This is an optimization exercise on Yosys and OpenROAD, whose aim is small area, a short achievable clock period and few clock cycles per item, not a production implementation.
RTL that was checked went through simulation tests only; none was proved equivalent to the original.
The RTL of runs 1 and 2 was laid out without a check of its function.
Power figures rest on the tool's default switching activity, not on a simulated workload.

==> design.v <==
package lmfe_pkg;
    localparam int IMG_W      = 128;
    localparam int IMG_H      = 128;
    localparam int WIN        = 7;
    localparam int HALF       = 3;          
    localparam int MEDIAN_IDX = 24;         
    localparam int ROW_SLOTS  = 6;          
    localparam int PEND       = 8;          
    localparam int WR_AT      = PEND;       
    localparam int FIFO_DEPTH = 4;          
    localparam int NEL        = WIN * WIN;  
    localparam int LAG_NEED   = HALF * IMG_W + HALF + 1;
    localparam int LAG_WMAX   = HALF * IMG_W - HALF - 1;
    typedef logic [7:0] pixel_t;
    typedef logic [6:0] col_t;
    typedef logic [2:0] slot_t;
    typedef logic [9:0] lag_t;
endpackage
`timescale 1ns/1ps
module line_buffer (
    input  logic                clk,
    input  logic [5:0]          we,
    input  logic [7:0]          wpix,
    output logic [47:0]         rd           
);
    localparam int RB = lmfe_pkg::IMG_W * 8;
    localparam int WA = lmfe_pkg::WR_AT;
    for (genvar k = 0; k < lmfe_pkg::ROW_SLOTS; k++) begin : g_ring
        logic [RB-1:0] q;                    
        always_ff @(posedge clk) begin
            q <= {q[RB-9:8*WA], (we[k] ? wpix : q[8*WA-1 -: 8]), q[8*WA-9:0], q[RB-1:RB-8]};
        end
        assign rd[8*k +: 8] = q[7:0];
    end
endmodule
`timescale 1ns/1ps
module row_loader (
    input  logic                clk,
    input  logic                reset,
    input  logic                in_en,
    input  lmfe_pkg::pixel_t    Din,
    input  logic                emit,        
    output logic                busy,
    output logic [5:0]          we,
    output logic [7:0]          wpix,
    output lmfe_pkg::col_t      ph,
    output lmfe_pkg::col_t      rc,          
    output lmfe_pkg::lag_t      lag,         
    output logic [7:0]          prd          
);
    localparam int F  = lmfe_pkg::FIFO_DEPTH;
    localparam int AW = 2;                   
    localparam int P  = lmfe_pkg::PEND;
    localparam int PW = 3;                   
    logic [F*8-1:0] fifo;
    logic [AW-1:0]  rptr;
    logic [AW-1:0]  wptr;
    logic [AW:0]    cnt;
    logic [AW:0]    cnt_nxt;
    logic [P*8-1:0] pend;                    
    logic [PW:0]    pcnt;
    lmfe_pkg::col_t lcol;                    
    lmfe_pkg::col_t wcol;                    
    lmfe_pkg::col_t wc7;                     
    lmfe_pkg::lag_t lagw;                    
    logic           rebase;
    logic [2:0]     wring;                   
    logic           take;
    logic           idle;
    logic           ld;
    logic           wr;
    assign take = in_en && !busy;
    assign idle = (lag == '0);
    assign wr   = (pcnt != '0) && (rc == wc7) && (lagw <= lmfe_pkg::lag_t'(lmfe_pkg::LAG_WMAX));
    assign rebase = idle && (cnt != '0);
    assign ld   = (cnt != '0) && (idle || (ph == lcol)) && ((pcnt != (PW+1)'(P)) || wr);
    assign wpix = pend[8*wcol[PW-1:0] +: 8];
    assign cnt_nxt = cnt + {{AW{1'b0}}, take} - {{AW{1'b0}}, ld};
    for (genvar k = 0; k < lmfe_pkg::ROW_SLOTS; k++) begin : g_we
        assign we[k] = wr && (wring == 3'(k));
    end
    always_ff @(posedge clk) begin
        if (take) begin
            fifo[8*wptr +: 8] <= Din;
        end
        if (ld) begin
            pend[8*lcol[PW-1:0] +: 8] <= fifo[8*rptr +: 8];
        end
        prd <= ld ? fifo[8*rptr +: 8] : pend[8*ph[PW-1:0] +: 8];
    end
    always_ff @(posedge clk or posedge reset) begin
        if (reset) begin
            rptr  <= '0;
            wptr  <= '0;
            cnt   <= '0;
            busy  <= 1'b0;
            pcnt  <= '0;
            lcol  <= '0;
            wcol  <= '0;
            wc7   <= lmfe_pkg::col_t'(lmfe_pkg::WR_AT - 1);
            wring <= '0;
            ph    <= '0;
            rc    <= '1;
            lag   <= '0;
            lagw  <= '0;
        end else begin
            if (take) begin
                wptr <= wptr + 1'b1;
            end
            if (ld) begin
                rptr <= rptr + 1'b1;
                lcol <= lcol + 1'b1;
            end
            if (wr) begin
                wcol <= wcol + 1'b1;
                wc7  <= wc7 + 1'b1;
                if (wcol == lmfe_pkg::col_t'(lmfe_pkg::IMG_W - 1)) begin
                    wring <= (wring == 3'(lmfe_pkg::ROW_SLOTS - 1)) ? '0 : wring + 1'b1;
                end
            end
            cnt  <= cnt_nxt;
            busy <= ((cnt + (AW+1)'(take)) == (AW+1)'(F));
            pcnt <= pcnt + (PW+1)'(ld) - (PW+1)'(wr);
            ph   <= (rebase ? lcol : ph) + 1'b1;
            rc   <= rebase ? lcol : ph;
            case ({ld, emit})
                2'b10:   lag <= lag + 1'b1;
                2'b01:   lag <= lag - 1'b1;
                default: lag <= lag;
            endcase
            case ({wr, emit})
                2'b10:   lagw <= lagw + 1'b1;
                2'b01:   lagw <= lagw - 1'b1;
                default: lagw <= lagw;
            endcase
        end
    end
endmodule
`timescale 1ns/1ps
module window_scanner (
    input  logic                    clk,
    input  logic                    reset,
    input  lmfe_pkg::col_t          rc,
    input  lmfe_pkg::lag_t          lag,
    input  logic [47:0]             rd,
    input  logic [7:0]              prd,
    output logic [55:0]             col_pix,    
    output logic                    emit        
);
    lmfe_pkg::col_t  xp;                       
    lmfe_pkg::col_t  ecol;                     
    lmfe_pkg::col_t  row;                      
    lmfe_pkg::slot_t top;                      
    logic            tail;
    logic [6:0]      vis;                      
    logic [5:0]      on_adv;                   
    logic [5:0]      on_adv_q;
    logic            p_adv_q;
    logic [5:0]      ring_on;
    logic            p_on;                     
    lmfe_pkg::col_t  row_n;
    lmfe_pkg::slot_t top_n;
    logic            adv;                      
    assign tail = (xp > lmfe_pkg::col_t'(lmfe_pkg::IMG_W - lmfe_pkg::HALF - 1));
    assign emit = (rc == ecol)
               && (tail || (row > lmfe_pkg::col_t'(lmfe_pkg::IMG_H - lmfe_pkg::HALF - 1))
                   || (lag >= lmfe_pkg::lag_t'(lmfe_pkg::LAG_NEED)));
    assign adv  = emit && (xp == lmfe_pkg::col_t'(lmfe_pkg::IMG_W - lmfe_pkg::HALF - 1));
    assign row_n = row + 1'b1;
    assign top_n = (top == lmfe_pkg::slot_t'(lmfe_pkg::ROW_SLOTS - 1)) ? '0 : top + 1'b1;
    always_comb begin
        for (int j = 0; j < lmfe_pkg::WIN; j++) begin
            vis[j] = (int'(row_n) + j >= lmfe_pkg::HALF) && (int'(row_n) + j <= lmfe_pkg::IMG_H - 1 + lmfe_pkg::HALF);
        end
        for (int k = 0; k < lmfe_pkg::ROW_SLOTS; k++) begin
            on_adv[k] = 1'b0;
            for (int j = 0; j < lmfe_pkg::ROW_SLOTS; j++) begin
                if (((int'(top_n) + j) % lmfe_pkg::ROW_SLOTS) == k) begin
                    on_adv[k] = vis[j];
                end
            end
        end
    end
    for (genvar k = 0; k < lmfe_pkg::ROW_SLOTS; k++) begin : g_mask
        assign col_pix[8*k +: 8] = rd[8*k +: 8] & {8{ring_on[k]}};
    end
    assign col_pix[55:48] = prd & {8{p_on}};
    always_ff @(posedge clk) begin
        on_adv_q <= on_adv;
        p_adv_q  <= vis[6];
    end
    always_ff @(posedge clk or posedge reset) begin
        if (reset) begin
            xp      <= '0;
            ecol    <= lmfe_pkg::col_t'(lmfe_pkg::HALF);
            row     <= '0;
            top     <= lmfe_pkg::slot_t'(lmfe_pkg::ROW_SLOTS - lmfe_pkg::HALF);
            ring_on <= 6'b000111;              
            p_on    <= 1'b1;
        end else if (emit) begin
            xp   <= xp + 1'b1;
            ecol <= ecol + 1'b1;
            if (adv) begin
                row     <= row_n;
                top     <= top_n;
                ring_on <= on_adv_q;
                p_on    <= p_adv_q;
            end
        end
    end
endmodule
`timescale 1ns/1ps
module median_rank49 (
    input  logic                    clk,
    input  logic                    reset,
    input  logic [55:0]             col_pix,    
    input  logic                    emit,
    input  lmfe_pkg::col_t          rc,
    output lmfe_pkg::pixel_t        Dout,
    output logic                    out_valid
);
    localparam int W  = lmfe_pkg::WIN;
    localparam int NS = 7;                     
    localparam int NX = W + NS - 1;            
    localparam int CB = 8 * W;                 
    logic [CB-1:0] s0, s1, s2, s3, s4, s5, s6;
    logic [CB-1:0] s2_q, s4_q;
    logic          e1, e2;
    lmfe_pkg::col_t rc1, rc2;
    assign s0 = col_pix;
    cmp_swap i_cx0_06 (.a(s0[7:0]), .b(s0[55:48]), .lo(s1[7:0]), .hi(s1[55:48]));
    cmp_swap i_cx0_23 (.a(s0[23:16]), .b(s0[31:24]), .lo(s1[23:16]), .hi(s1[31:24]));
    cmp_swap i_cx0_45 (.a(s0[39:32]), .b(s0[47:40]), .lo(s1[39:32]), .hi(s1[47:40]));
    assign s1[15:8] = s0[15:8];
    cmp_swap i_cx1_02 (.a(s1[7:0]), .b(s1[23:16]), .lo(s2[7:0]), .hi(s2[23:16]));
    cmp_swap i_cx1_14 (.a(s1[15:8]), .b(s1[39:32]), .lo(s2[15:8]), .hi(s2[39:32]));
    cmp_swap i_cx1_36 (.a(s1[31:24]), .b(s1[55:48]), .lo(s2[31:24]), .hi(s2[55:48]));
    assign s2[47:40] = s1[47:40];
    cmp_swap i_cx2_01 (.a(s2_q[7:0]), .b(s2_q[15:8]), .lo(s3[7:0]), .hi(s3[15:8]));
    cmp_swap i_cx2_25 (.a(s2_q[23:16]), .b(s2_q[47:40]), .lo(s3[23:16]), .hi(s3[47:40]));
    cmp_swap i_cx2_34 (.a(s2_q[31:24]), .b(s2_q[39:32]), .lo(s3[31:24]), .hi(s3[39:32]));
    assign s3[55:48] = s2_q[55:48];
    cmp_swap i_cx3_12 (.a(s3[15:8]), .b(s3[23:16]), .lo(s4[15:8]), .hi(s4[23:16]));
    cmp_swap i_cx3_46 (.a(s3[39:32]), .b(s3[55:48]), .lo(s4[39:32]), .hi(s4[55:48]));
    assign s4[7:0] = s3[7:0];
    assign s4[31:24] = s3[31:24];
    assign s4[47:40] = s3[47:40];
    cmp_swap i_cx4_23 (.a(s4_q[23:16]), .b(s4_q[31:24]), .lo(s5[23:16]), .hi(s5[31:24]));
    cmp_swap i_cx4_45 (.a(s4_q[39:32]), .b(s4_q[47:40]), .lo(s5[39:32]), .hi(s5[47:40]));
    assign s5[7:0] = s4_q[7:0];
    assign s5[15:8] = s4_q[15:8];
    assign s5[55:48] = s4_q[55:48];
    cmp_swap i_cx5_12 (.a(s5[15:8]), .b(s5[23:16]), .lo(s6[15:8]), .hi(s6[23:16]));
    cmp_swap i_cx5_34 (.a(s5[31:24]), .b(s5[39:32]), .lo(s6[31:24]), .hi(s6[39:32]));
    cmp_swap i_cx5_56 (.a(s5[47:40]), .b(s5[55:48]), .lo(s6[47:40]), .hi(s6[55:48]));
    assign s6[7:0] = s5[7:0];
    logic [3*W-1:0]            tq;             
    logic [8:0]                gnew;           
    logic [W*9-1:0]            xg;             
    logic [NX*CB-1:0]          xd;             
    logic [W-1:0]              colv_q;
    logic                      v0;
    logic [NS*W*3-1:0]         lo_q, hi_q;     
    logic [NS*8-1:0]           m_q;
    logic [NS-1:0]             v_q;
    logic [NS*W*3-1:0]         lo_in, hi_in, g;
    logic [NS*8-1:0]           m_in;
    logic [NS-1:0]             v_in;
    logic [NS*W*7-1:0]         ge;
    logic [NS-1:0]             m;
    logic [3*W*3-1:0]          g0;             
    logic [2:0]                m0;             
    logic [1:0]                top2;           
    logic [W-1:0]              colv;           
    always_comb begin
        for (int p = 0; p < W; p++) begin
            tq[p]       = s6[8*p + 7] | s6[8*p + 6];
            tq[W + p]   = s6[8*p + 7];
            tq[2*W + p] = s6[8*p + 7] & s6[8*p + 6];
        end
        for (int q = 0; q < 3; q++) begin
            gnew[3*q + 2] = !tq[W*q + 3];
            gnew[3*q + 1] = (!tq[W*q + 1] && tq[W*q + 3]) || !tq[W*q + 5];
            gnew[3*q + 0] = (!tq[W*q + 0] && tq[W*q + 1]) || (!tq[W*q + 2] && tq[W*q + 3])
                         || (!tq[W*q + 4] && tq[W*q + 5]) || !tq[W*q + 6];
        end
        for (int j = 0; j < W; j++) begin
            colv[j] = (rc2 >= lmfe_pkg::col_t'(lmfe_pkg::HALF)) ? (rc2 >= lmfe_pkg::col_t'(j))
                                                                 : (rc2 < lmfe_pkg::col_t'(j));
        end
        for (int q = 0; q < 3; q++) begin
            for (int j = 0; j < W; j++) begin
                g0[3*(W*q+j) +: 3] = colv_q[j] ? xg[9*j + 3*q +: 3] : 3'd7;
            end
        end
        top2[1] = m0[1];
        top2[0] = m0[1] ? m0[2] : m0[0];
        for (int j = 0; j < W; j++) begin
            case (top2)
                2'b00: begin lo_in[3*j +: 3] = colv_q[j] ? 3'd0 : 3'd7; hi_in[3*j +: 3] = g0[3*j +: 3];         end
                2'b01: begin lo_in[3*j +: 3] = g0[3*j +: 3];           hi_in[3*j +: 3] = g0[3*(W+j) +: 3];     end
                2'b10: begin lo_in[3*j +: 3] = g0[3*(W+j) +: 3];       hi_in[3*j +: 3] = g0[3*(2*W+j) +: 3];   end
                default: begin lo_in[3*j +: 3] = g0[3*(2*W+j) +: 3];   hi_in[3*j +: 3] = 3'd7;                 end
            endcase
        end
        m_in[7:0] = {top2, 6'b0};
        v_in[0]   = v0;
        for (int k = 1; k < NS; k++) begin
            lo_in[3*W*k +: 3*W] = lo_q[3*W*(k-1) +: 3*W];
            hi_in[3*W*k +: 3*W] = hi_q[3*W*(k-1) +: 3*W];
            m_in[8*k +: 8]      = m_q[8*(k-1) +: 8];
            v_in[k]             = v_q[k-1];
            for (int j = 0; j < W; j++) begin
                for (int p = 0; p < W; p++) begin
                    ge[W*(W*k+j) + p] = (3'(p) >= hi_in[3*(W*k+j) +: 3])
                                     || ((3'(p) >= lo_in[3*(W*k+j) +: 3]) && xd[CB*(k+j) + 8*p + 6 - k]);
                end
                g[3*(W*k+j) + 2] = !ge[W*(W*k+j) + 3];
                g[3*(W*k+j) + 1] = (!ge[W*(W*k+j) + 1] && ge[W*(W*k+j) + 3]) || !ge[W*(W*k+j) + 5];
                g[3*(W*k+j) + 0] = (!ge[W*(W*k+j) + 0] && ge[W*(W*k+j) + 1])
                                || (!ge[W*(W*k+j) + 2] && ge[W*(W*k+j) + 3])
                                || (!ge[W*(W*k+j) + 4] && ge[W*(W*k+j) + 5])
                                || !ge[W*(W*k+j) + 6];
            end
        end
    end
    for (genvar q = 0; q < 3; q++) begin : g_s0
        sum7_le24 i_sum (.g(g0[3*W*q +: 3*W]), .le(m0[q]));
    end
    for (genvar k = 1; k < NS; k++) begin : g_sk
        sum7_le24 i_sum (.g(g[3*W*k +: 3*W]), .le(m[k]));
    end
    assign m[0] = 1'b0;                        
    always_ff @(posedge clk) begin
        s2_q   <= s2;
        s4_q   <= s4;
        rc1    <= rc;
        rc2    <= rc1;
        colv_q <= colv;
        xg     <= {xg[(W-1)*9-1:0], gnew};
        xd     <= {xd[(NX-1)*CB-1:0], s6};
        lo_q[3*W-1:0] <= lo_in[3*W-1:0];
        hi_q[3*W-1:0] <= hi_in[3*W-1:0];
        m_q[7:0]      <= m_in[7:0];
        for (int k = 1; k < NS; k++) begin
            lo_q[3*W*k +: 3*W] <= m[k] ? g[3*W*k +: 3*W] : lo_in[3*W*k +: 3*W];
            hi_q[3*W*k +: 3*W] <= m[k] ? hi_in[3*W*k +: 3*W] : g[3*W*k +: 3*W];
            m_q[8*k +: 8]      <= m_in[8*k +: 8] | (8'(m[k]) << (6 - k));
        end
        Dout <= m_in[8*(NS-1) +: 8] | 8'(m[NS-1]);
    end
    always_ff @(posedge clk or posedge reset) begin
        if (reset) begin
            e1        <= 1'b0;
            e2        <= 1'b0;
            v0        <= 1'b0;
            v_q       <= '0;
            out_valid <= 1'b0;
        end else begin
            e1        <= emit;
            e2        <= e1;
            v0        <= e2;
            v_q       <= v_in;
            out_valid <= v_in[NS-1];
        end
    end
endmodule
module sum7_le24 (
    input  logic [20:0] g,                     
    output logic        le
);
    localparam logic [511:0] LE24 = 512'h00000000000000000000000000000001000000000001071f00000001071f7fff0001071f7fffffff071f7fffffffffff7fffffffffffffffffffffffffffffff;
    logic [8:0]  n;                            
    logic [6:0]  pl;
    logic        fs1, fs2, fc1, fc2, fc3;
    always_comb begin
        for (int b = 0; b < 3; b++) begin
            for (int j = 0; j < 7; j++) pl[j] = g[3*j + b];
            fs1 = pl[0] ^ pl[1] ^ pl[2];
            fc1 = (pl[0] & pl[1]) | (pl[0] & pl[2]) | (pl[1] & pl[2]);
            fs2 = pl[3] ^ pl[4] ^ pl[5];
            fc2 = (pl[3] & pl[4]) | (pl[3] & pl[5]) | (pl[4] & pl[5]);
            n[3*b + 0] = fs1 ^ fs2 ^ pl[6];
            fc3 = (fs1 & fs2) | (fs1 & pl[6]) | (fs2 & pl[6]);
            n[3*b + 1] = fc1 ^ fc2 ^ fc3;
            n[3*b + 2] = (fc1 & fc2) | (fc1 & fc3) | (fc2 & fc3);
        end
    end
    assign le = LE24[n];
endmodule
module cmp_swap (
    input  logic [7:0] a,
    input  logic [7:0] b,
    output logic [7:0] lo,
    output logic [7:0] hi
);
    logic [7:0] g1, e1;
    logic [3:0] g2, e2;
    logic [1:0] g3, e3;
    logic       sw;
    always_comb begin
        for (int i = 0; i < 8; i++) begin
            g1[i] = a[i] & ~b[i];
            e1[i] = ~(a[i] ^ b[i]);
        end
        for (int i = 0; i < 4; i++) begin
            g2[i] = g1[2*i+1] | (e1[2*i+1] & g1[2*i]);
            e2[i] = e1[2*i+1] & e1[2*i];
        end
        for (int i = 0; i < 2; i++) begin
            g3[i] = g2[2*i+1] | (e2[2*i+1] & g2[2*i]);
            e3[i] = e2[2*i+1] & e2[2*i];
        end
        sw = g3[1] | (e3[1] & g3[0]);
    end
    assign lo = sw ? b : a;
    assign hi = sw ? a : b;
endmodule
`timescale 1ns/1ps
module lmfe_top (
    input  logic             clk,
    input  logic             reset,
    input  logic             in_en,
    input  lmfe_pkg::pixel_t Din,
    output logic             busy,
    output logic             out_valid,
    output lmfe_pkg::pixel_t Dout
);
    logic [5:0]                we;
    logic [7:0]                wpix;
    lmfe_pkg::col_t            ph;
    lmfe_pkg::lag_t            lag;
    logic [47:0]               rd;
    logic [7:0]                prd;
    logic [55:0]               col_pix;
    logic                      emit;
    lmfe_pkg::col_t            rc;
    row_loader i_loader (
        .clk   (clk),
        .reset (reset),
        .in_en (in_en),
        .Din   (Din),
        .emit  (emit),
        .busy  (busy),
        .we    (we),
        .wpix  (wpix),
        .ph    (ph),
        .rc    (rc),
        .lag   (lag),
        .prd   (prd)
    );
    line_buffer i_lbuf (
        .clk  (clk),
        .we   (we),
        .wpix (wpix),
        .rd   (rd)
    );
    window_scanner i_scan (
        .clk     (clk),
        .reset   (reset),
        .rc      (rc),
        .lag     (lag),
        .rd      (rd),
        .prd     (prd),
        .col_pix (col_pix),
        .emit    (emit)
    );
    median_rank49 i_rank (
        .clk       (clk),
        .reset     (reset),
        .col_pix   (col_pix),
        .emit      (emit),
        .rc        (rc),
        .Dout      (Dout),
        .out_valid (out_valid)
    );
endmodule
==> flow/run.sh <==
#!/bin/bash
# The standard layout (standard.sh, unchanged synthesis), with ORFS's
# repair_timing asked to leave more setup slack than the 15 ns clock needs,
# so that the achieved period shrinks. Gate cloning is off so that no
# register is ever copied. Every port still gets a buffer; buffer_ports is
# only told which buffer cell to use. make's output goes to standard.log
# here; each ORFS step also keeps its own log under orfs/logs/.
set -euo pipefail
cd "$(dirname "$0")/.."
export SETUP_SLACK_MARGIN=10.5
export SKIP_GATE_CLONING=1
export BUFFER_PORTS_ARGS="-buffer_cell sky130_fd_sc_hd__buf_4"
bash standard.sh > standard.log 2>&1
==> standard.sh <==
#!/bin/bash
# synth_recipe.tcl (not shown) runs the flow's synth.tcl, then flattens the netlist and writes it again
# the make line also repeats each setting of config.mk as NAME=value (left out here)
make -C /OpenROAD-flow-scripts/flow DESIGN_CONFIG=/design/flow/config.mk WORK_HOME=/design/flow/orfs CLKGATE_MAP_FILE= SYNTH_SCRIPT=/design/flow/synth_recipe.tcl "${@:-finish}"
==> config.mk <==
export PLATFORM = sky130hd
export DESIGN_NAME = lmfe_top
export DESIGN_NICKNAME = lmfe_top
export VERILOG_FILES = /design/flow/design.v
export SDC_FILE = /design/flow/constraint.sdc
export NUM_CORES = 8
export LEC_CHECK = 0
export ABC_CLOCK_PERIOD_IN_PS = 4000
export CAP_MARGIN = 20
export CELL_PAD_IN_SITES_DETAIL_PLACEMENT = 0
export CELL_PAD_IN_SITES_GLOBAL_PLACEMENT = 1
export CORE_MARGIN = 2
export CORE_UTILIZATION = 55
export CTS_BUF_LIST = sky130_fd_sc_hd__clkbuf_16
export CTS_CLUSTER_DIAMETER = 100
export CTS_CLUSTER_SIZE = 25
export PLACE_DENSITY = 0.68
export SLEW_MARGIN = 20
==> constraint.sdc <==
create_clock -name core_clock -period 15.0 [get_ports {clk}]
set_input_delay 3.0000 -clock core_clock [delete_from_list [all_inputs] [get_ports {clk}]]
set_output_delay 3.0000 -clock core_clock [all_outputs]
set_load 0.01 [all_outputs]
==> qor.yml, run 1 <==
outcome:
  status: "timing/DRC/antenna clean"
layout:
  final_cell_area_sq_mm: 0.194
  drive_gt1_share_pct: 11.5
  n_fill_cell: 23700
  area_growth_pct: 10.5
  final_nets: 12100
synthesis:
  syn_avg_cell_area_sq_um: 15.3
  ys_seq_area_share_pct: 84.1
  synth_largest_area_cell: "dfxtp_1"
  synth_ff_type: "dfxtp_1"
  synthesis.nets: 11800
  synth_edf_count: 96
  synth_cell_types: 105
  synth_area_sq_mm: 0.175
  ys_seq_elements: 7290
  netlist_instances: 11400
  yosysTopAreaCellShare_pct: 80.8
  yosysWarnings: 6
  async_reset_ff_share_pct: 1.52
  synth_top_cells_by_area: "dfxtp_1 81%, edfxtp_1 1.6%, mux2_2 1.5%"
power:
  power.internal_w: 0.0250
  power_density_mw_per_mm2: 165
  switching_share_pct: 21.8
  clkPwrFrac_pct: 30.5
  total_leakage_power_nw: 77.4
  power.switching_w: 0.00697
  p_comb_share_pct: 4.9
  ir_drop_uv: 157
  p_seq_share_pct: 64.7
floorplanning:
  ioPinCount: 21
  start_util_pct: 55.2
  dieWidth_microns: 569
  die_h_microns: 569
  core-area_sq_mm: 0.318
  die_area_sq_mm: 0.323
  rows: 207
clocking:
  cts_tree: "yes"
  ctsHtreeMaxLevel: 5
  clk_latency_ns: 0.96
  clk_pin_slew_worst_paths_ns: 0.10
  clk_path_buf_depth: 4
  cts_buffers: 333
  cts_root_buf: "clkbuf_16"
  cts.sinks: 7290
route:
  avgRoutedWirePerCell_microns: 16.7
  drtAntennaViolNets: 0
  totalWireLength_mm: 268
  drc: 0
  drt-pass1-iter-count: 8
  vias_per_cell: 4.79
  drt_iter0_drc: 4447
  vias: 77000
hold_path:
  hold_depth: 0
  min_path_type: "register to register"
  hold_start: "i_lbuf.g_ring[0].q[402]$_DFF_P_"
  holdPathEnd: "i_lbuf.g_ring[0].q[410]$_DFF_P_"
timing:
  drv_slew: 0
  slew_headroom_pct: 18.8
  rsz0062_at_grt: "yes"
  hold_viol: 0
  fin_crit_ns: 4.63
  setup_viol: 0
  finalCritPeriodShare_pct: 30.9
  hold_ws_ns: 0.274
  fmax_mhz: 216
  finClkSkew_ns: 0.0881
  tightest_slew_ns: 1.21
  fin_tns_setup_ns: 0
critical_path:
  worstPathArrival_ns: 5.42
  required_ns: 15.79
  rr_startpoint: "i_rank.hi_q[50]$_DFF_P_"
  cp_max_fo: 5
  path_class: "register to register"
  cp-end-kind: "register"
  r2r_slack_ns: 10.37
  start_kind: "register"
  reg2regPathDepth: 18
  rr_endpoint: "i_rank.hi_q[79]$_DFF_P_"
placement:
  port_buffers: 20
  dpl_cell_area_sq_mm: 0.181
  post-dp-hpwl_mm: 169
  place.gp.congestion: 0.838
global_routing:
  first_global_vias: 76000
  antenna_found_initial: 21
  grt_max_degree: 69
  grt_pass1_wl_mm: 420
  grt_overflow_total: 0
  grt_usage_pct: 16.2
run:
  maxCapViolCount: 0
## critical path, cell delays in order, from the launching register on
cell	delay [ns]
dfxtp_4	0.39
nor2_4	0.05
o21bai_4	0.17
a221oi_2	0.25
o21ai_1	0.12
a2111o_1	0.48
fa_2	0.49
fa_2	0.37
fa_2	0.47
nor2_4	0.12
nand4_1	0.11
a21o_1	0.19
a311o_1	0.36
o2bb2ai_4	0.14
buf_12	0.14
buf_8	0.12
buf_6	0.11
buf_12	0.12
mux2_4	0.30
## synthesized netlist by cell type, drive strengths merged (96+ instances only)
library cell,number
edfxtp,96
ha,187
nor2,289
o21ai,375
clkbuf,127
fa,111
a21oi,314
mux2i,123
dfxtp,7083
nand3,124
nand2,579
inv,405
a31oi,115
mux2,233
## metrics by stage
stage,power [W],instances,utilization [%],setup slack (ns)
2_1_floorplan,0.0220,11400,-,10.51
3_3_place_gp,0.0225,15500,56.8,9.29
3_5_place_dp,0.0226,15500,56.8,9.22
4_1_cts,0.0323,16000,60.3,10.41
5_1_grt,0.0333,16100,61.0,10.20
6_report,0.0320,16100,61.0,10.37
## kinds of logic (layout without fill, tap and decap cells)
group | count (synthesis) | after routing | synth area share [%]
XOR/XNOR | 97 | 97 | 0.501
AO/OA/AOI/OAI | 1361 | 1361 | 5.03
AND/OR/NAND/NOR | 1423 | 1423 | 3.81
buffers and inverters | 579 | 1027 | 1.27
flip-flops | 7290 | 7290 | 84.1
multiplexers | 396 | 396 | 2.71
other | 1 | 11 | 0.00214
adder cells (fa/ha/maj) | 298 | 298 | 2.60
## power groups by stage
stage          clock, W  combinational [W]  sequential, W
5_1_grt          0.0108            0.00173         0.0208
2_1_floorplan         0            0.00110         0.0209
3_5_place_dp          0            0.00150         0.0211
6_report        0.00974            0.00156         0.0207
4_1_cts          0.0101            0.00154         0.0207
3_3_place_gp          0            0.00147         0.0211
## sequential cells by signal (all words and copies together), names as in the netlist, 8 cells and up
signal	flops
i_lbuf.g_ring.q	6144
i_loader.fifo	32
i_loader.lag	10
i_loader.lagw	10
i_loader.pend	64
i_loader.prd	8
i_rank.Dout	8
i_rank.hi_q	126
i_rank.lo_q	126
i_rank.m_q	27
i_rank.s2_q	56
i_rank.s4_q	56
i_rank.xd	441
i_rank.xg	63
## per-layer routing
| layer | routed length, microns | global-route usage [%] | vias up |
|---|---|---|---|
| met1 | 137000 | 24.2 | 37000 |
| met4 | 6620 | 4.66 | 0 |
| met5 | 0 | 0 | - |
| met2 | 116000 | 25.0 | 1295 |
| li1 | - | - | 38300 |
| met3 | 9320 | 1.93 | 432 |
## repair_timing
item | 4_1_cts | 5_1_grt
hold buffers | 0 | 0
gates resized for setup | 306 | 402
pin swaps | 72 | 90
buffers inserted | 77 | 93
endpoints found under the setup margin | 357 | 333
## cell type report
class | count | area (sq um) | area share (%)
Antenna cell | 10 | 25.0 | 0.0129
Clock inverter | 60 | 943 | 0.487
Tap cell | 4180 | 5230 | 2.70
Timing Repair Buffer | 224 | 2380 | 1.23
Clock buffer | 335 | 8380 | 4.33
Sequential cell | 7290 | 148000 | 76.2
Multi-Input combinational cell | 3576 | 27600 | 14.2
Inverter | 408 | 1590 | 0.821
## how the worst max path moves through the flow
stage / start / end / slack, ns / depth (start not counted)
after floorplan: in_en / i_loader.cnt[2]$_DFF_PP0_ / 10.51 / 6
after global placement: i_rank.colv_q[0]$_DFF_P_ / i_rank.hi_q[2]$_DFF_P_ / 9.29 / 14
after detailed placement: i_rank.colv_q[0]$_DFF_P_ / i_rank.hi_q[2]$_DFF_P_ / 9.22 / 14
after CTS: i_loader.busy$_DFF_PP0_ / busy / 10.41 / 1
after global routing: i_rank.lo_q[56]$_DFF_P_ / i_rank.lo_q[68]$_DFF_P_ / 10.20 / 20
final: i_rank.hi_q[50]$_DFF_P_ / i_rank.hi_q[79]$_DFF_P_ / 10.37 / 18
## cell usage in the layout, fill, tap and decap left out, types with 40 or more instances in the layout
master	n
nor2_1	254
a21o_1	48
clkbuf_16	335
a22o_1	65
mux2i_1	117
xor2_1	42
a21oi_2	44
a21oi_1	253
nor2b_1	78
o221ai_1	56
edfxtp_1	96
nand2b_1	40
dfxtp_1	7000
ha_1	183
o21ai_1	40
fa_1	86
a31oi_1	95
mux4_2	40
inv_1	384
nand2_1	545
o21ai_0	297
nand3_1	119
mux2_2	212
dfxtp_2	57
dfrtp_1	89
nor3_1	68
buf_4	153
xnor2_1	52
==> run 2: changes to the inputs <==
--- a/config.mk
+++ b/config.mk
@@ -6,5 +6,5 @@
 export NUM_CORES = 8
 export LEC_CHECK = 0
-export ABC_CLOCK_PERIOD_IN_PS = 4000
+export ABC_AREA = 1
 export CAP_MARGIN = 20
 export CELL_PAD_IN_SITES_DETAIL_PLACEMENT = 0
==> run 2 against run 1 <==
Net effect:
- sequential share of layout area grew 1.4 points
- non-clock buffer count is 77 lower
- still clean on timing, DRC and antenna
- cell count is 4.9% higher
==> qor.yml, run 2 <==
outcome:
  status: "timing/DRC/antenna clean"
layout:
  final_common_cell: "dfxtp_1"
  area_growth_pct: 9.34
  drive_gt1_share_pct: 6.43
  ff_latch_area_sq_mm: 0.148
  multiInputGateArea_sq_mm: 0.0235
  regMostFlops: "i_lbuf.g_ring.q"
  top_regs: "i_lbuf.g_ring.q (6144), i_rank.xd (441)"
  n_fill_cell: 23800
  final_nets: 12900
  largest_register_ffs: 6144
  final_cell_mix: "7052 x dfxtp_1, 1204 x nand2_1, 768 x inv_1, 670 x o21ai_0, 388 x nor2_1"
floorplanning:
  core-area_sq_mm: 0.315
  ioPinCount: 21
  die_area_sq_mm: 0.321
  die_h_microns: 566
  rows: 206
  start_util_pct: 55.3
  dieWidth_microns: 566
power:
  power.switching_w: 0.00725
  total_leakage_power_nw: 77.4
  p_comb_share_pct: 5.5
  clkPwrFrac_pct: 30.4
  power_density_mw_per_mm2: 168
  p_seq_share_pct: 64.0
  power.internal_w: 0.0248
  switching_share_pct: 22.6
  ir_drop_uv: 133
global_routing:
  met1_usage_pct: 26.3
  antenna_found_initial: 13
  globalRoute.busiestLayer: "met1"
  grt_overflow_total: 0
  met2_usage_pct: 25.9
  grt_usage_pct: 17.3
  grt_pass1_wl_mm: 440
  grt_max_degree: 77
  first_global_vias: 77500
  met3_usage_pct: 2.54
synthesis:
  ys_seq_area_share_pct: 84.8
  netlist_instances: 12300
  synth_top_cells_by_area: "dfxtp_1 82%, nand2_1 2.7%, o21ai_0 2.0%"
  async_reset_ff_share_pct: 1.52
  synth_common_cells: "7083 x dfxtp_1, 1231 x nand2_1, 770 x inv_1"
  synth_edf_count: 96
  syn_avg_cell_area_sq_um: 14.2
  synth_cell_types: 69
  synth_ff_type: "dfxtp_1"
  synth_area_sq_mm: 0.174
  yosysTopAreaCellShare_pct: 81.5
  yosysWarnings: 6
  synth_largest_area_cell: "dfxtp_1"
  synthesis.nets: 12600
  ys_seq_elements: 7290
  synth_most_common_cell: "dfxtp_1"
timing:
  setup_slack_ns: 10.32
  slew_headroom_pct: 25.0
  drv_slew: 0
  hold_viol: 0
  fin_tns_setup_ns: 0
  tightest_slew_ns: 1.13
  finClkSkew_ns: 0.0752
  fmax_mhz: 214
  rsz0062_at_grt: "yes"
  finalCritPeriodShare_pct: 31.2
  fin_crit_ns: 4.68
  setup_viol: 0
clocking:
  cts_root_buf: "clkbuf_16"
  ctsHtreeMaxLevel: 5
  cts_tree: "yes"
  clk_path_buf_depth: 4
  cts_buffers: 337
  clk_pin_slew_worst_paths_ns: 0.10
  clk_latency_ns: 0.94
  cts.sinks: 7290
hold_path:
  holdPathEnd: "i_lbuf.g_ring[2].q[423]$_DFF_P_"
  min_path_type: "register to register"
  hold_start: "i_lbuf.g_ring[2].q[415]$_DFF_P_"
  hold_depth: 0
critical_path:
  r2r_slack_ns: 10.32
  rr_startpoint: "i_rank.colv_q[5]$_DFF_P_"
  cp-end-kind: "register"
  cp_max_fo: 6
  rr_endpoint: "i_rank.hi_q[6]$_DFF_P_"
  reg2regPathDepth: 28
  required_ns: 15.78
  cpPeakStageDelay_ns: 0.51
  path_class: "register to register"
  critPathSlowestCell: "fa_1"
  worstPathArrival_ns: 5.46
  start_kind: "register"
placement:
  post-dp-hpwl_mm: 181
  pre_cts_ws_ns: 7.98
  place.gp.congestion: 0.851
  port_buffers: 20
route:
  avgRoutedWirePerCell_microns: 16.7
  vias: 78400
  vias_per_cell: 4.65
  drc: 0
  drt-pass1-iter-count: 6
  drtAntennaViolNets: 0
  totalWireLength_mm: 281
  drt_iter0_drc: 4895
run:
  maxCapViolCount: 0
[run 2: cell types whose count changed after synthesis, moves of 48 or more]
cell | before | now
a21o_1 | 51 | 3
a22o_1 | 65 | 1
a31oi_1 | 115 | 56
inv_1 | 402 | 770
mux2_2 | 233 | 8
mux2i_1 | 122 | 0
nand2_1 | 579 | 1231
nand3_1 | 121 | 385
nand4_1 | 36 | 106
nor2_1 | 289 | 397
nor2b_1 | 79 | 0
o21ai_0 | 355 | 701
o221ai_1 | 59 | 10
o22ai_1 | 22 | 83
[run 2: what timing repair did]
item,in CTS,in global routing
hold buffers,0,0
pin swaps,36,47
resized for setup,196,119
endpoints found under the setup margin,321,320
setup buffers,60,30
[run 2: cell type report]
cell class / count / share of cell area [%]
timing repair buffer: 147 / 0.775
antenna: 55 / 0.0724
multi-input combinational: 4026 / 12.3
inverter: 788 / 1.59
tap: 4160 / 2.74
clock inverter: 66 / 0.455
sequential: 7290 / 77.6
clock buffer: 338 / 4.45
[run 2: how the worst max path moves through the flow]
stage                             start                        end  slack [ns]  cells past startpoint
5_1_grt        i_rank.colv_q[2]$_DFF_P_     i_rank.hi_q[6]$_DFF_P_       10.07                     29
2_1_floorplan                     in_en  i_loader.cnt[2]$_DFF_PP0_       10.51                      7
3_3_place_gp   i_rank.colv_q[5]$_DFF_P_     i_rank.hi_q[1]$_DFF_P_        7.30                     27
4_1_cts        i_rank.colv_q[5]$_DFF_P_    i_rank.hi_q[18]$_DFF_P_       10.28                     29
6_report       i_rank.colv_q[5]$_DFF_P_     i_rank.hi_q[6]$_DFF_P_       10.32                     28
3_5_place_dp   i_rank.colv_q[5]$_DFF_P_    i_rank.hi_q[15]$_DFF_P_        7.98                     25
[run 2: logic make-up after synthesis]
logic type               after synthesis  share of synthesized area, %
other                                  1                       0.00216
XOR/XNOR                              79                         0.402
buffers and inverters                971                          2.15
multiplexers                           8                        0.0518
adder cells (fa/ha/maj)              298                          2.62
flip-flops                          7290                          84.8
AND/OR/NAND/NOR                     2253                          5.50
AO/OA/AOI/OAI                       1387                          4.47
[run 2: routing by layer]
| layer | up-vias | share of wire, % |
|---|---|---|
| met5 | - | 0.0028 |
| met4 | 2 | 2.5 |
| met3 | 451 | 4.2 |
| met2 | 1419 | 42 |
| met1 | 36900 | 51 |
| li1 | 39700 | - |
[run 2: through the flow]
| step | hold slack (ns) | cell area (sq um) | std cells | util, % | total power [W] |
|---|---|---|---|---|---|
| finish | 0.284 | 190000 | 16900 | 60.4 | 0.0320 |
| global route | 0.279 | 190000 | 16800 | 60.4 | 0.0333 |
| CTS | 0.272 | 189000 | 16800 | 60.2 | 0.0324 |
| detailed placement | 0.312 | 179000 | 16300 | 56.8 | 0.0227 |
| global placement | 0.309 | 179000 | 16300 | 56.8 | 0.0227 |
| floorplan | 0.310 | 174000 | 12300 | - | 0.0219 |
[run 2: worst max-delay path: cells and delay by family (launching register included)]
kind,cells,cell delay [ns]
adders and majority gates,3,1.33
AOI/OAI and AO/OA,1,0.20
buffers and inverters,8,1.00
DFF,1,0.36
and+or+nand+nor,16,1.65
[run 2: power by group through the flow]
| stage | clock network (W) | registers (W) | logic, W |
|---|---|---|---|
| floorplan | 0 | 0.0208 | 0.00110 |
| global placement | 0 | 0.0210 | 0.00172 |
| detailed placement | 0 | 0.0210 | 0.00174 |
| CTS | 0.0101 | 0.0205 | 0.00177 |
| global route | 0.0108 | 0.0206 | 0.00197 |
| finish | 0.00975 | 0.0205 | 0.00177 |
==> run 3: changes to the inputs <==
--- a/design.v
+++ b/design.v
@@ -370,22 +370,49 @@
     output logic        le
 );
-    localparam logic [511:0] LE24 = 512'h00000000000000000000000000000001000000000001071f00000001071f7fff0001071f7fffffff071f7fffffffffff7fffffffffffffffffffffffffffffff;
-    logic [8:0]  n;                            
-    logic [6:0]  pl;
-    logic        fs1, fs2, fc1, fc2, fc3;
+    logic [6:0]  s0 [3], s1 [3], s2 [3], s3 [3], s4 [3], s5 [3], s6 [3];
+    logic [7:0]  th [3];                       
+    logic [7:0]  ca;                           
+    int          k;
     always_comb begin
         for (int b = 0; b < 3; b++) begin
-            for (int j = 0; j < 7; j++) pl[j] = g[3*j + b];
-            fs1 = pl[0] ^ pl[1] ^ pl[2];
-            fc1 = (pl[0] & pl[1]) | (pl[0] & pl[2]) | (pl[1] & pl[2]);
-            fs2 = pl[3] ^ pl[4] ^ pl[5];
-            fc2 = (pl[3] & pl[4]) | (pl[3] & pl[5]) | (pl[4] & pl[5]);
-            n[3*b + 0] = fs1 ^ fs2 ^ pl[6];
-            fc3 = (fs1 & fs2) | (fs1 & pl[6]) | (fs2 & pl[6]);
-            n[3*b + 1] = fc1 ^ fc2 ^ fc3;
-            n[3*b + 2] = (fc1 & fc2) | (fc1 & fc3) | (fc2 & fc3);
+            for (int j = 0; j < 7; j++) s0[b][j] = g[3*j + b];
+            s1[b] = s0[b];
+            {s1[b][0], s1[b][6]} = {s0[b][0] & s0[b][6], s0[b][0] | s0[b][6]};
+            {s1[b][2], s1[b][3]} = {s0[b][2] & s0[b][3], s0[b][2] | s0[b][3]};
+            {s1[b][4], s1[b][5]} = {s0[b][4] & s0[b][5], s0[b][4] | s0[b][5]};
+            s2[b] = s1[b];
+            {s2[b][0], s2[b][2]} = {s1[b][0] & s1[b][2], s1[b][0] | s1[b][2]};
+            {s2[b][1], s2[b][4]} = {s1[b][1] & s1[b][4], s1[b][1] | s1[b][4]};
+            {s2[b][3], s2[b][6]} = {s1[b][3] & s1[b][6], s1[b][3] | s1[b][6]};
+            s3[b] = s2[b];
+            {s3[b][0], s3[b][1]} = {s2[b][0] & s2[b][1], s2[b][0] | s2[b][1]};
+            {s3[b][2], s3[b][5]} = {s2[b][2] & s2[b][5], s2[b][2] | s2[b][5]};
+            {s3[b][3], s3[b][4]} = {s2[b][3] & s2[b][4], s2[b][3] | s2[b][4]};
+            s4[b] = s3[b];
+            {s4[b][1], s4[b][2]} = {s3[b][1] & s3[b][2], s3[b][1] | s3[b][2]};
+            {s4[b][4], s4[b][6]} = {s3[b][4] & s3[b][6], s3[b][4] | s3[b][6]};
+            s5[b] = s4[b];
+            {s5[b][2], s5[b][3]} = {s4[b][2] & s4[b][3], s4[b][2] | s4[b][3]};
+            {s5[b][4], s5[b][5]} = {s4[b][4] & s4[b][5], s4[b][4] | s4[b][5]};
+            s6[b] = s5[b];
+            {s6[b][1], s6[b][2]} = {s5[b][1] & s5[b][2], s5[b][1] | s5[b][2]};
+            {s6[b][3], s6[b][4]} = {s5[b][3] & s5[b][4], s5[b][3] | s5[b][4]};
+            {s6[b][5], s6[b][6]} = {s5[b][5] & s5[b][6], s5[b][5] | s5[b][6]};
+            th[b][0] = 1'b1;
+            for (int i = 1; i < 8; i++) th[b][i] = s6[b][7 - i];
         end
+        ca[0] = 1'b1;
+        for (int a = 1; a < 8; a++) begin
+            ca[a] = 1'b1;
+            for (int b = 0; b < 8; b++) begin
+                k = 24 - 4*a - 2*b;
+                if (k < 7) begin
+                    ca[a] = ca[a] & !(((b > 0) ? th[1][b] : 1'b1) & ((k >= 0) ? th[0][k + 1] : 1'b1));
+                end
+            end
+        end
+        le = 1'b1;
+        for (int a = 1; a < 8; a++) le = le & (!th[2][a] | ca[a]);
     end
-    assign le = LE24[n];
 endmodule
 module cmp_swap (
--- a/config.mk
+++ b/config.mk
@@ -6,5 +6,5 @@
 export NUM_CORES = 8
 export LEC_CHECK = 0
-export ABC_AREA = 1
+export ABC_CLOCK_PERIOD_IN_PS = 4000
 export CAP_MARGIN = 20
 export CELL_PAD_IN_SITES_DETAIL_PLACEMENT = 0
==> run 3 against run 2 <==
Net effect:
- still clean
- via count grew 4.8%
- synthesized cell count shrank 1.1%
- sequential cell count is the same
- clock-buffer cell count shrank 1
- die area grew 2.5%
- hold slack gained 0.0094 ns
- synthesized area grew 2.5%
- cell count shrank 0.74%
- clock skew shrank 0.030 ns
- non-clock buffer count shrank 48
- sequential share of layout area shrank 1.3 points
- largest cell class unchanged
==> qor.yml, run 3 <==
critical_path:
  path_class: "register to primary output"
  r2r_slack_ns: 10.68
  cp_max_fo: 1
  worstPathArrival_ns: 1.49
  required_ns: 12.00
  start_kind: "register"
  reg2regPathDepth: 13
  rr_endpoint: "i_rank.xg[6]$_DFF_P_"
  critical_path_depth: 1
  crit_start: "i_rank.out_valid$_DFF_PP0_"
  critPathCapture: "out_valid"
  crit_chain: "buf_6"
  rr_startpoint: "i_rank.s4_q[45]$_DFF_P_"
  cpPeakStageDelay_ns: 0.45
  crit_family: "flip-flops"
  critPathSlowestCell: "dfrtp_2"
  cp-end-kind: "primary output"
  crit_buf_inv: 1
route:
  avgRoutedWirePerCell_microns: 17.5
  vias: 82200
  drt-pass1-iter-count: 12
  drtAntennaViolNets: 0
  vias_per_cell: 4.91
  totalWireLength_mm: 293
  drt_iter0_drc: 5773
  drc: 0
global_routing:
  grt_usage_pct: 17.4
  antenna_found_initial: 23
  first_global_vias: 81000
  grt_pass1_wl_mm: 458
  grt_overflow_total: 0
  grt_max_degree: 72
timing:
  tightest_slew_ns: 1.14
  finClkSkew_ns: 0.0449
  fin_tns_setup_ns: 0
  finalCritPeriodShare_pct: 29.9
  fin_crit_ns: 4.49
  rsz0062_at_grt: "yes"
  setup_viol: 0
  hold_viol: 0
  slew_headroom_pct: 24.2
  drv_slew: 0
  fmax_mhz: 223
power:
  power_w: 0.0319
  total_leakage_power_nw: 77.3
  power_density_mw_per_mm2: 165
  ir_drop_uv: 145
floorplanning:
  die_h_microns: 573
  rows: 209
  ioPinCount: 21
  dieWidth_microns: 573
  die_area_sq_mm: 0.329
  core-area_sq_mm: 0.323
  start_util_pct: 55.1
layout:
  final_cell_area_sq_mm: 0.193
  top_regs: "i_lbuf.g_ring.q (6144), i_rank.xd (441)"
  largest_register_ffs: 6144
  drive_gt1_share_pct: 7.29
  n_fill_cell: 24400
  regMostFlops: "i_lbuf.g_ring.q"
  final_cell_mix: "7077 x dfxtp_1, 576 x nand2_1, 433 x o21ai_0, 404 x nor2_1, 338 x a21oi_1"
  final_common_cell: "dfxtp_1"
  final_nets: 12600
  area_growth_pct: 8.40
synthesis:
  synth_top_cells_by_area: "dfxtp_1 80%, edfxtp_1 1.6%, ha_1 1.3%"
  ys_seq_area_share_pct: 82.7
  synth_cell_types: 107
  yosysTopAreaCellShare_pct: 79.5
  netlist_instances: 12200
  synth_largest_area_cell: "dfxtp_1"
  synthesis.nets: 12400
  synth_edf_count: 96
  async_reset_ff_share_pct: 1.52
  synth_common_cells: "7083 x dfxtp_1, 584 x nand2_1, 445 x o21ai_0"
  synth_ff_type: "dfxtp_1"
  ys_seq_elements: 7290
  synth_most_common_cell: "dfxtp_1"
  syn_avg_cell_area_sq_um: 14.7
  synth_area_sq_mm: 0.178
  yosysWarnings: 14
clocking:
  cts_root_buf: "clkbuf_16"
  cts.sinks: 7290
  cts_buffers: 334
  postCtsHoldBufs: 0
  cts_tree: "yes"
  clk_latency_ns: 0.92
  clk_path_buf_depth: 4
  ctsHtreeMaxLevel: 5
  clk_pin_slew_worst_paths_ns: 0.09
hold_path:
  min_path_type: "register to register"
placement:
  place.gp.congestion: 0.869
  dpl_cell_area_sq_mm: 0.183
  port_buffers: 20
  post-dp-hpwl_mm: 195
run:
  maxCapViolCount: 0
outcome:
  status: "timing/DRC/antenna clean"
==> run 3: cell families (layout without fill, tap and decap cells) <==
logic type / Yosys count / after routing / share of synthesized area, %
xor gates and xnor gates: 104 / 104 / 0.511
adders and majority gates: 229 / 229 / 1.56
and+or+nand+nor: 1867 / 1867 / 5.10
muxes: 387 / 387 / 2.59
DFF: 7290 / 7290 / 82.7
buffers and inverters: 561 / 828 / 1.21
AOI/OAI and AO/OA: 1711 / 1711 / 6.31
other: 1 / 4 / 0.00210
==> run 3: metal layers <==
layer  share of wire (%)  vias up  routed length (microns)  global-route usage, %
li1                    -    40900                        -                      -
met1                  51    39300                   148000                   26.1
met2                  43     1573                   126000                   26.9
met3                 3.8      478                    11100                   2.00
met4                 2.6        0                     7480                   4.91
met5                   0        -                        0                      0
==> run 3: repair_timing <==
item,in CTS,in global routing
setup buffers,10,23
setup endpoints to repair,185,238
pin swaps,6,7
resized for setup,35,81
==> run 3: stage by stage <==
| stage | hold slack [ns] | setup slack (ns) | utilization, % | instances |
|---|---|---|---|---|
| after floorplan | 0.310 | 10.51 | - | 12200 |
| after global placement | 0.310 | 9.37 | 56.7 | 16300 |
| after detailed placement | 0.312 | 9.50 | 56.7 | 16300 |
| after CTS | 0.285 | 10.32 | 59.6 | 16700 |
| after global routing | 0.287 | 10.42 | 59.8 | 16700 |
| final | 0.293 | 10.51 | 59.8 | 16700 |
==> run 3: power breakdown <==
group / switching [W] / total, W / internal [W] / leakage [nW]
logic: 0.000835 / 0.00145 / 0.000619 / 13.3
registers: 0.000518 / 0.0207 / 0.0202 / 59.4
clock network: 0.00555 / 0.00973 / 0.00418 / 4.57
total: 0.00690 / 0.0319 / 0.0250 / 77.3
==> run 3: layout make-up <==
type,count,area (sq um),area share [%]
antenna,3,7.51,0.00388
tap,4325,5410,2.80
clock buffer,337,8430,4.36
timing repair buffer,99,827,0.428
inverter,332,1260,0.650
sequential,7290,148000,76.3
clock inverter,60,786,0.406
multi-input combinational,4299,29100,15.0
==> run 3: worst min-delay path by stage <==
stage                                startpoint                              end  cells past startpoint  slack (ns)
3_3_place_gp    i_lbuf.g_ring[4].q[260]$_DFF_P_  i_lbuf.g_ring[4].q[268]$_DFF_P_                      0        0.31
4_1_cts         i_lbuf.g_ring[5].q[884]$_DFF_P_  i_lbuf.g_ring[5].q[892]$_DFF_P_                      0        0.28
5_1_grt         i_lbuf.g_ring[5].q[908]$_DFF_P_  i_lbuf.g_ring[5].q[916]$_DFF_P_                      0        0.29
6_report        i_lbuf.g_ring[5].q[908]$_DFF_P_  i_lbuf.g_ring[5].q[916]$_DFF_P_                      0        0.29
3_5_place_dp    i_lbuf.g_ring[0].q[111]$_DFF_P_  i_lbuf.g_ring[0].q[119]$_DFF_P_                      0        0.31
2_1_floorplan  i_lbuf.g_ring[0].q[1016]$_DFF_P_    i_lbuf.g_ring[0].q[0]$_DFF_P_                      0        0.31
Testbench counts of run 3, summed over its fixed seeds: cycles 99,498, frames 6.
==> run 4: changes to the inputs <==
--- a/config.mk
+++ b/config.mk
@@ -6,5 +6,5 @@
 export NUM_CORES = 8
 export LEC_CHECK = 0
-export ABC_CLOCK_PERIOD_IN_PS = 4000
+export ABC_AREA = 1
 export CAP_MARGIN = 20
 export CELL_PAD_IN_SITES_DETAIL_PLACEMENT = 0
==> run 4 against run 3 <==
Net effect:
- still clean
- sequential share of layout area is 0.42 points higher
- sequential power hardly changed
- worst setup slack worse by 0.070 ns
- clock power is 1% higher
- critical path depth stayed put
- power is 0.68% higher
- maximum frequency is 1.5% lower
- global-route usage is 1.1 points higher
- combinational power is 15% higher
- critical path type unchanged
- largest power group unchanged
==> qor.yml, run 4 <==
placement:
  port_buffers: 20
  post-dp-hpwl_mm: 209
  place.gp.congestion: 0.885
synthesis:
  synth_compound_area_share_pct: 3.54
  synth-adder-area-share_pct: 1.36
  synth-xor-area-share_pct: 0.404
  synth_mux_area_share_pct: 0.177
  async_reset_ff_share_pct: 1.52
  synthesis.nets: 13900
  synth_common_cells: "7083 x dfxtp_1, 2190 x nand2_1, 827 x inv_1"
  ys_seq_area_share_pct: 83.0
  yosysWarnings: 14
  synth_most_common_cell: "dfxtp_1"
  synth_top_family_by_area: "simple AND/OR/NAND/NOR gates"
  synth_cell_types: 69
  synth_area_sq_mm: 0.178
  netlist_instances: 13700
  synth_ff_type: "dfxtp_1"
  syn_avg_cell_area_sq_um: 13.0
  yosysTopAreaCellShare_pct: 79.8
  synth_edf_count: 96
  synth_top_cells_by_area: "dfxtp_1 80%, nand2_1 4.6%, nand3_1 2.1%"
  synth_largest_area_cell: "dfxtp_1"
  synth_simple_gate_area_share_pct: 9.09
  ys_seq_elements: 7290
critical_path:
  cpPeakStageDelay_ns: 0.47
  crit_chain: "buf_6"
  crit_buf_inv: 1
  cp_max_fo: 2
  cp-end-kind: "primary output"
  crit_family: "flip-flops"
  start_kind: "register"
  path_class: "register to primary output"
  critPathSlowestCell: "dfrtp_2"
  worstPathArrival_ns: 1.56
  required_ns: 12.00
floorplanning:
  die_h_microns: 572
  rows: 208
  start_util_pct: 55.3
  core-area_sq_mm: 0.321
  ioPinCount: 21
  die_area_sq_mm: 0.328
  dieWidth_microns: 572
timing:
  rsz0062_at_grt: "yes"
  hold_viol: 0
  drv_slew: 0
  fin_tns_setup_ns: 0
  finClkSkew_ns: 0.0725
  fmax_mhz: 219
  fin_crit_ns: 4.56
  tightest_slew_ns: 1.12
  hold_ws_ns: 0.260
  setup_viol: 0
  finalCritPeriodShare_pct: 30.4
  slew_headroom_pct: 24.7
layout:
  final_cell_mix: "7078 x dfxtp_1, 2180 x nand2_1, 843 x inv_1, 741 x nand3_1, 654 x nor2_1"
  largest_register_ffs: 6144
  final_nets: 14100
  regMostFlops: "i_lbuf.g_ring.q"
  final_common_cell: "dfxtp_1"
  area_growth_pct: 8.15
  drive_gt1_share_pct: 4.86
  top_regs: "i_lbuf.g_ring.q (6144), i_rank.xd (441)"
power:
  total_leakage_power_nw: 80.7
  p_comb_share_pct: 5.2
  clkPwrFrac_pct: 30.7
  switching_share_pct: 22.8
  power.internal_w: 0.0248
  ir_drop_uv: 141
  power.switching_w: 0.00732
  p_seq_share_pct: 64.1
  power_density_mw_per_mm2: 167
run:
  maxCapViolCount: 0
route:
  drt_iter0_drc: 5488
  drtAntennaViolNets: 0
  drt-pass1-iter-count: 6
  drc: 0
  totalWireLength_mm: 307
  vias: 85500
  vias_per_cell: 4.68
  avgRoutedWirePerCell_microns: 16.8
global_routing:
  grt_overflow_total: 0
  first_global_vias: 84100
  grt_usage_pct: 18.5
  grt_max_degree: 84
  grt_pass1_wl_mm: 476
  antenna_found_initial: 21
outcome:
  status: "timing/DRC/antenna clean"
clocking:
  clk_pin_slew_worst_paths_ns: 0.09
  cts.sinks: 7290
  ctsHtreeMaxLevel: 5
  cts_buffers: 337
  cts_root_buf: "clkbuf_16"
  cts_tree: "yes"
  clk_path_buf_depth: 4
  clk_latency_ns: 0.98
hold_path:
  min_path_type: "register to register"
[run 4: what timing repair did]
item / in CTS / in global routing
setup buffers: 0 / 7
hold buffers: 0 / 0
gates resized for setup: 21 / 25
pin swaps: 0 / 1
setup endpoints to repair: 62 / 158
[run 4: power groups by stage]
stage	logic (W)	registers [W]	clock network, W
5_1_grt	0.00186	0.0206	0.0108
2_1_floorplan	0.00110	0.0208	0
3_3_place_gp	0.00164	0.0210	0
3_5_place_dp	0.00167	0.0210	0
6_report	0.00167	0.0206	0.00986
4_1_cts	0.00168	0.0206	0.0102
[run 4: layout make-up]
cell class / instances / area, sq um
Tap cell: 4305 / 5390
Multi-Input combinational cell: 5301 / 26000
Timing Repair Buffer: 61 / 520
Clock inverter: 69 / 965
Antenna cell: 16 / 40.0
Sequential cell: 7290 / 147000
Clock buffer: 339 / 8480
Inverter: 883 / 3330
Fill cell: 24500 / 129000
[run 4: worst reg2reg max path, delay by kind of cell (launching register included)]
family,cells,cell delay [ns]
AND/OR/NAND/NOR,11,1.48
AO/OA/AOI/OAI,4,0.91
adder cells (fa/ha/maj),2,0.70
flip-flops,1,0.62
buffers and inverters,1,0.31
[run 4: cell families after synthesis]
kind of cell,count (synthesis)
other cells,1
mux,28
fa+ha+maj,191
simple gates,3854
buf+inv,1092
compound gates,1145
flops,7290
xor+xnor,82
[run 4: worst paths after layout]
path / from / slack [ns] / endpoint / cells after the start
max reg2reg: i_scan.p_on$_DFFE_PP1P_ / 10.86 / i_rank.s2_q[1]$_DFF_P_ / 18
max: i_loader.busy$_DFF_PP0_ / 10.44 / busy / 1
min reg2reg: i_lbuf.g_ring[5].q[471]$_DFF_P_ / 0.26 / i_lbuf.g_ring[5].q[479]$_DFF_P_ / 0
max in group asynchronous: reset / 11.88 / i_loader.busy$_DFF_PP0_ / 3
min: i_lbuf.g_ring[5].q[471]$_DFF_P_ / 0.26 / i_lbuf.g_ring[5].q[479]$_DFF_P_ / 0
min in group asynchronous: reset / 2.05 / i_scan.top[2]$_DFFE_PP0P_ / 2
[run 4: per-layer routing]
layer  GRT usage [%]  share of wire, %  up-vias
met2            29.8                45     1652
li1                -                 -    43400
met1            26.1                48    39900
met5               0                 0        -
met3            2.46               4.0      553
met4            6.04               3.3        0
[run 4: through the flow]
stage	std cells	utilization (%)	power (W)	worst slack, ns	instance area (sq um)
finish	18300	59.8	0.0321	10.44	192000
global route	18300	59.8	0.0333	10.35	192000
CTS	18200	59.7	0.0324	10.30	192000
detailed placement	17800	56.8	0.0227	9.96	183000
global placement	17800	56.8	0.0226	10.03	183000
floorplan	13700	-	0.0219	10.51	178000
==> run 5: changes to the inputs <==
--- a/flow/run.sh
+++ b/flow/run.sh
@@ -8,6 +8,7 @@
 set -euo pipefail
 cd "$(dirname "$0")/.."
-export SETUP_SLACK_MARGIN=10.5
+export SETUP_SLACK_MARGIN=10.7
 export SKIP_GATE_CLONING=1
+export CTS_BUF_DISTANCE=600
 export BUFFER_PORTS_ARGS="-buffer_cell sky130_fd_sc_hd__buf_4"
 bash standard.sh > standard.log 2>&1
==> run 5 against run 4 <==
Net effect:
- still clean on timing, DRC and antenna
- clock skew fell by 0.017 ns
- hold slack improved by 0.027 ns
- combinational power barely moved
- first-iteration DRC count rose by 4.9%
- critical path depth did not move
- critical endpoint unchanged
==> qor.yml, run 5 <==
outcome:
  status: "timing/DRC/antenna clean"
synthesis:
  netlist_instances: 13700
  synth-xor-area-share_pct: 0.404
  synth_edf_count: 96
  synth_largest_area_cell: "dfxtp_1"
  synth_cell_types: 69
  async_reset_ff_share_pct: 1.52
  synth_compound_area_share_pct: 3.54
  synth-adder-area-share_pct: 1.36
  yosysWarnings: 14
  syn_avg_cell_area_sq_um: 13.0
  synth_top_family_by_area: "simple AND/OR/NAND/NOR gates"
  synth_ff_type: "dfxtp_1"
  synth_common_cells: "7083 x dfxtp_1, 2190 x nand2_1, 827 x inv_1"
  ys_seq_area_share_pct: 83.0
  synth_top_cells_by_area: "dfxtp_1 80%, nand2_1 4.6%, nand3_1 2.1%"
  synth_area_sq_mm: 0.178
  synth_most_common_cell: "dfxtp_1"
  yosysTopAreaCellShare_pct: 79.8
  synthesis.nets: 13900
  synth_simple_gate_area_share_pct: 9.09
  ys_seq_elements: 7290
  synth_mux_area_share_pct: 0.177
critical_path:
  path_class: "register to primary output"
  worstPathArrival_ns: 1.67
  start_kind: "register"
  crit_chain: "buf_6"
  cp_max_fo: 2
  cp-end-kind: "primary output"
  cpPeakStageDelay_ns: 0.44
  required_ns: 12.00
  crit_start: "i_loader.busy$_DFF_PP0_"
  crit_family: "flip-flops"
  rr_startpoint: "i_loader.lcol[0]$_DFFE_PP0P_"
  crit_buf_inv: 1
  critPathSlowestCell: "dfrtp_2"
global_routing:
  grt_max_degree: 81
  grt_usage_pct: 18.6
  antenna_found_initial: 19
  grt_overflow_total: 0
  first_global_vias: 83500
  grt_pass1_wl_mm: 472
route:
  vias_per_cell: 4.70
  drt-pass1-iter-count: 6
  drt_iter0_drc: 5759
  drc: 0
  avgRoutedWirePerCell_microns: 16.7
  route.met2.wl_mm: 136
  drtAntennaViolNets: 0
  top_layer: "met5"
  met3_length_mm: 11.9
  vias: 85700
  totalWireLength_mm: 306
  wl_met1_mm: 149
timing:
  fmax_mhz: 214
  hold_viol: 0
  tightest_slew_ns: 1.10
  fin_tns_setup_ns: 0
  fin_crit_ns: 4.67
  finClkSkew_ns: 0.0558
  rsz0062_at_grt: "yes"
  drv_slew: 0
  finalCritPeriodShare_pct: 31.1
  setup_viol: 0
  slew_headroom_pct: 26.6
floorplanning:
  rows: 208
  dieWidth_microns: 572
  ioPinCount: 21
  die_area_sq_mm: 0.328
  die_h_microns: 572
  core-area_sq_mm: 0.321
  start_util_pct: 55.3
layout:
  final_common_cell: "dfxtp_1"
  n_fill_cell: 24600
  final_cell_mix: "7070 x dfxtp_1, 2176 x nand2_1, 836 x inv_1, 740 x nand3_1, 653 x nor2_1"
  final_nets: 14100
  regMostFlops: "i_lbuf.g_ring.q"
  largest_register_ffs: 6144
  drive_gt1_share_pct: 5.07
  top_regs: "i_lbuf.g_ring.q (6144), i_rank.xd (441)"
  area_growth_pct: 8.25
  finalCoreUtilization_pct: 59.9
power:
  power.switching_w: 0.00726
  switching_share_pct: 22.7
  p_comb_share_pct: 5.2
  total_leakage_power_nw: 80.6
  clkPwrFrac_pct: 30.5
  p_seq_share_pct: 64.3
  ir_drop_uv: 211
  power_density_mw_per_mm2: 166
  power.internal_w: 0.0248
clocking:
  clk_path_buf_depth: 3
  clk_latency_ns: 1.12
  cts.sinks: 7290
  cts_buffers: 331
  clk_pin_slew_worst_paths_ns: 0.11
  cts_root_buf: "clkbuf_16"
  cts_tree: "yes"
  ctsHtreeMaxLevel: 5
run:
  maxCapViolCount: 0
hold_path:
  hold_start: "i_lbuf.g_ring[3].q[361]$_DFF_P_"
  min_path_type: "register to register"
placement:
  place.gp.congestion: 0.885
  post-dp-hpwl_mm: 208
  port_buffers: 20
-- run 5: cell counts after synthesis --
No cell type changed its count.
-- run 5: final cells by class --
type | instances | area, sq um | area share, %
Sequential cell | 7290 | 148000 | 76.7
Multi-Input combinational cell | 5301 | 26200 | 13.6
Clock buffer | 338 | 8460 | 4.40
Tap cell | 4305 | 5390 | 2.80
Inverter | 883 | 3350 | 1.74
Clock inverter | 61 | 921 | 0.479
Timing Repair Buffer | 68 | 611 | 0.317
Antenna cell | 8 | 20.0 | 0.0104
-- run 5: metal layers --
metal,global-route usage (%),up-vias
met5,0,-
met4,6.23,2
met3,2.78,489
met2,29.4,1723
met1,26.2,40200
li1,-,43300
-- run 5: power groups by stage --
stage | Sequential (W) | Combinational (W) | Clock (W)
after global routing | 0.0207 | 0.00186 | 0.0107
after floorplan | 0.0208 | 0.00111 | 0
after CTS | 0.0206 | 0.00166 | 0.0101
after global placement | 0.0210 | 0.00163 | 0
after detailed placement | 0.0210 | 0.00165 | 0
final | 0.0206 | 0.00166 | 0.00977
-- run 5: final timing paths --
check / cells past startpoint / end / slack [ns]
min reg2reg: 0 / i_lbuf.g_ring[3].q[369]$_DFF_P_ / 0.29
max: 1 / busy / 10.33
max reg2reg: 6 / i_loader.pend[63]$_DFFE_PP_ / 10.92
min in group asynchronous: 2 / i_scan.row[2]$_DFFE_PP0P_ / 1.90
max in group asynchronous: 4 / i_scan.ring_on[3]$_DFFE_PP0P_ / 11.60
min: 0 / i_lbuf.g_ring[3].q[369]$_DFF_P_ / 0.29
-- run 5: timing repair --
action,CTS,global route
gates resized for setup,36,50
hold buffers,0,0
setup endpoints to repair,113,235
pin swaps,1,4
setup buffers,1,9
-- run 5: kinds of logic after synthesis --
logic type / count (synthesis)
buf+inv: 1092
other cells: 1
compound gates: 1145
fa+ha+maj: 191
simple gates: 3854
mux: 28
flops: 7290
xor+xnor: 82
-- run 5: through the flow --
stage / total power (W) / area [sq um] / hold WS [ns] / cells / setup slack, ns
4_1_cts: 0.0323 / 192000 / 0.284 / 18200 / 10.16
3_3_place_gp: 0.0226 / 183000 / 0.309 / 17800 / 10.12
6_report: 0.0320 / 192000 / 0.288 / 18300 / 10.33
5_1_grt: 0.0333 / 192000 / 0.296 / 18200 / 10.22
3_5_place_dp: 0.0227 / 183000 / 0.312 / 17800 / 10.09
2_1_floorplan: 0.0219 / 178000 / 0.310 / 13700 / 10.61
-- run 5: worst reg2reg max path, cell delays in order, from the launching register on --
cell and delay, ns:
dfrtp_1 0.86, inv_1 0.56, ha_1 0.70, inv_1 0.44, nand2_1 0.39, nor2_1 0.66
o22ai_1 0.18

[static timing again, ports no longer ideal]
The results above use ideal ports. As a check the final layouts listed here were re-extracted and re-timed, cells and wires unchanged. Step 1 (the two cells are an assumption about what drives the block):
set clk [get_ports {clk}]
set_driving_cell -lib_cell sky130_fd_sc_hd__clkbuf_16 $clk
set_driving_cell -lib_cell sky130_fd_sc_hd__buf_2 [delete_from_list [all_inputs] $clk]
Step 2, shift: input delay + t, output delay - t, t = (earliest + latest rising clock arrival at the registers) / 2. This alone moves slack from input paths to output paths. a / b / c = ideal / step 1 / step 2; a / b = the first two.
run | t (ns) | slack for setup (ns) | worst hold slack (ns) | clock arrival spread, ns
run 1 | 1.015 | 10.369 / 10.369 / 10.127 | 0.274 / 0.274 / 0.274 | 0.096 / 0.096
run 2 | 1.003 | 10.316 / 10.316 / 10.081 | 0.284 / 0.284 / 0.284 | 0.088 / 0.087
run 3 | 0.996 | 10.511 / 10.414 / 10.207 | 0.293 / 0.293 / 0.293 | 0.054 / 0.053
run 4 | 1.044 | 10.441 / 10.338 / 10.407 | 0.260 / 0.260 / 0.260 | 0.081 / 0.081
run 5 | 1.200 | 10.333 / 10.231 / 10.134 | 0.288 / 0.288 / 0.288 | 0.066 / 0.067
After both steps every run listed still meets setup and hold. The setup slack of run 3, which loses most, moves by -0.097 ns with the drivers and by -0.304 ns with both steps.
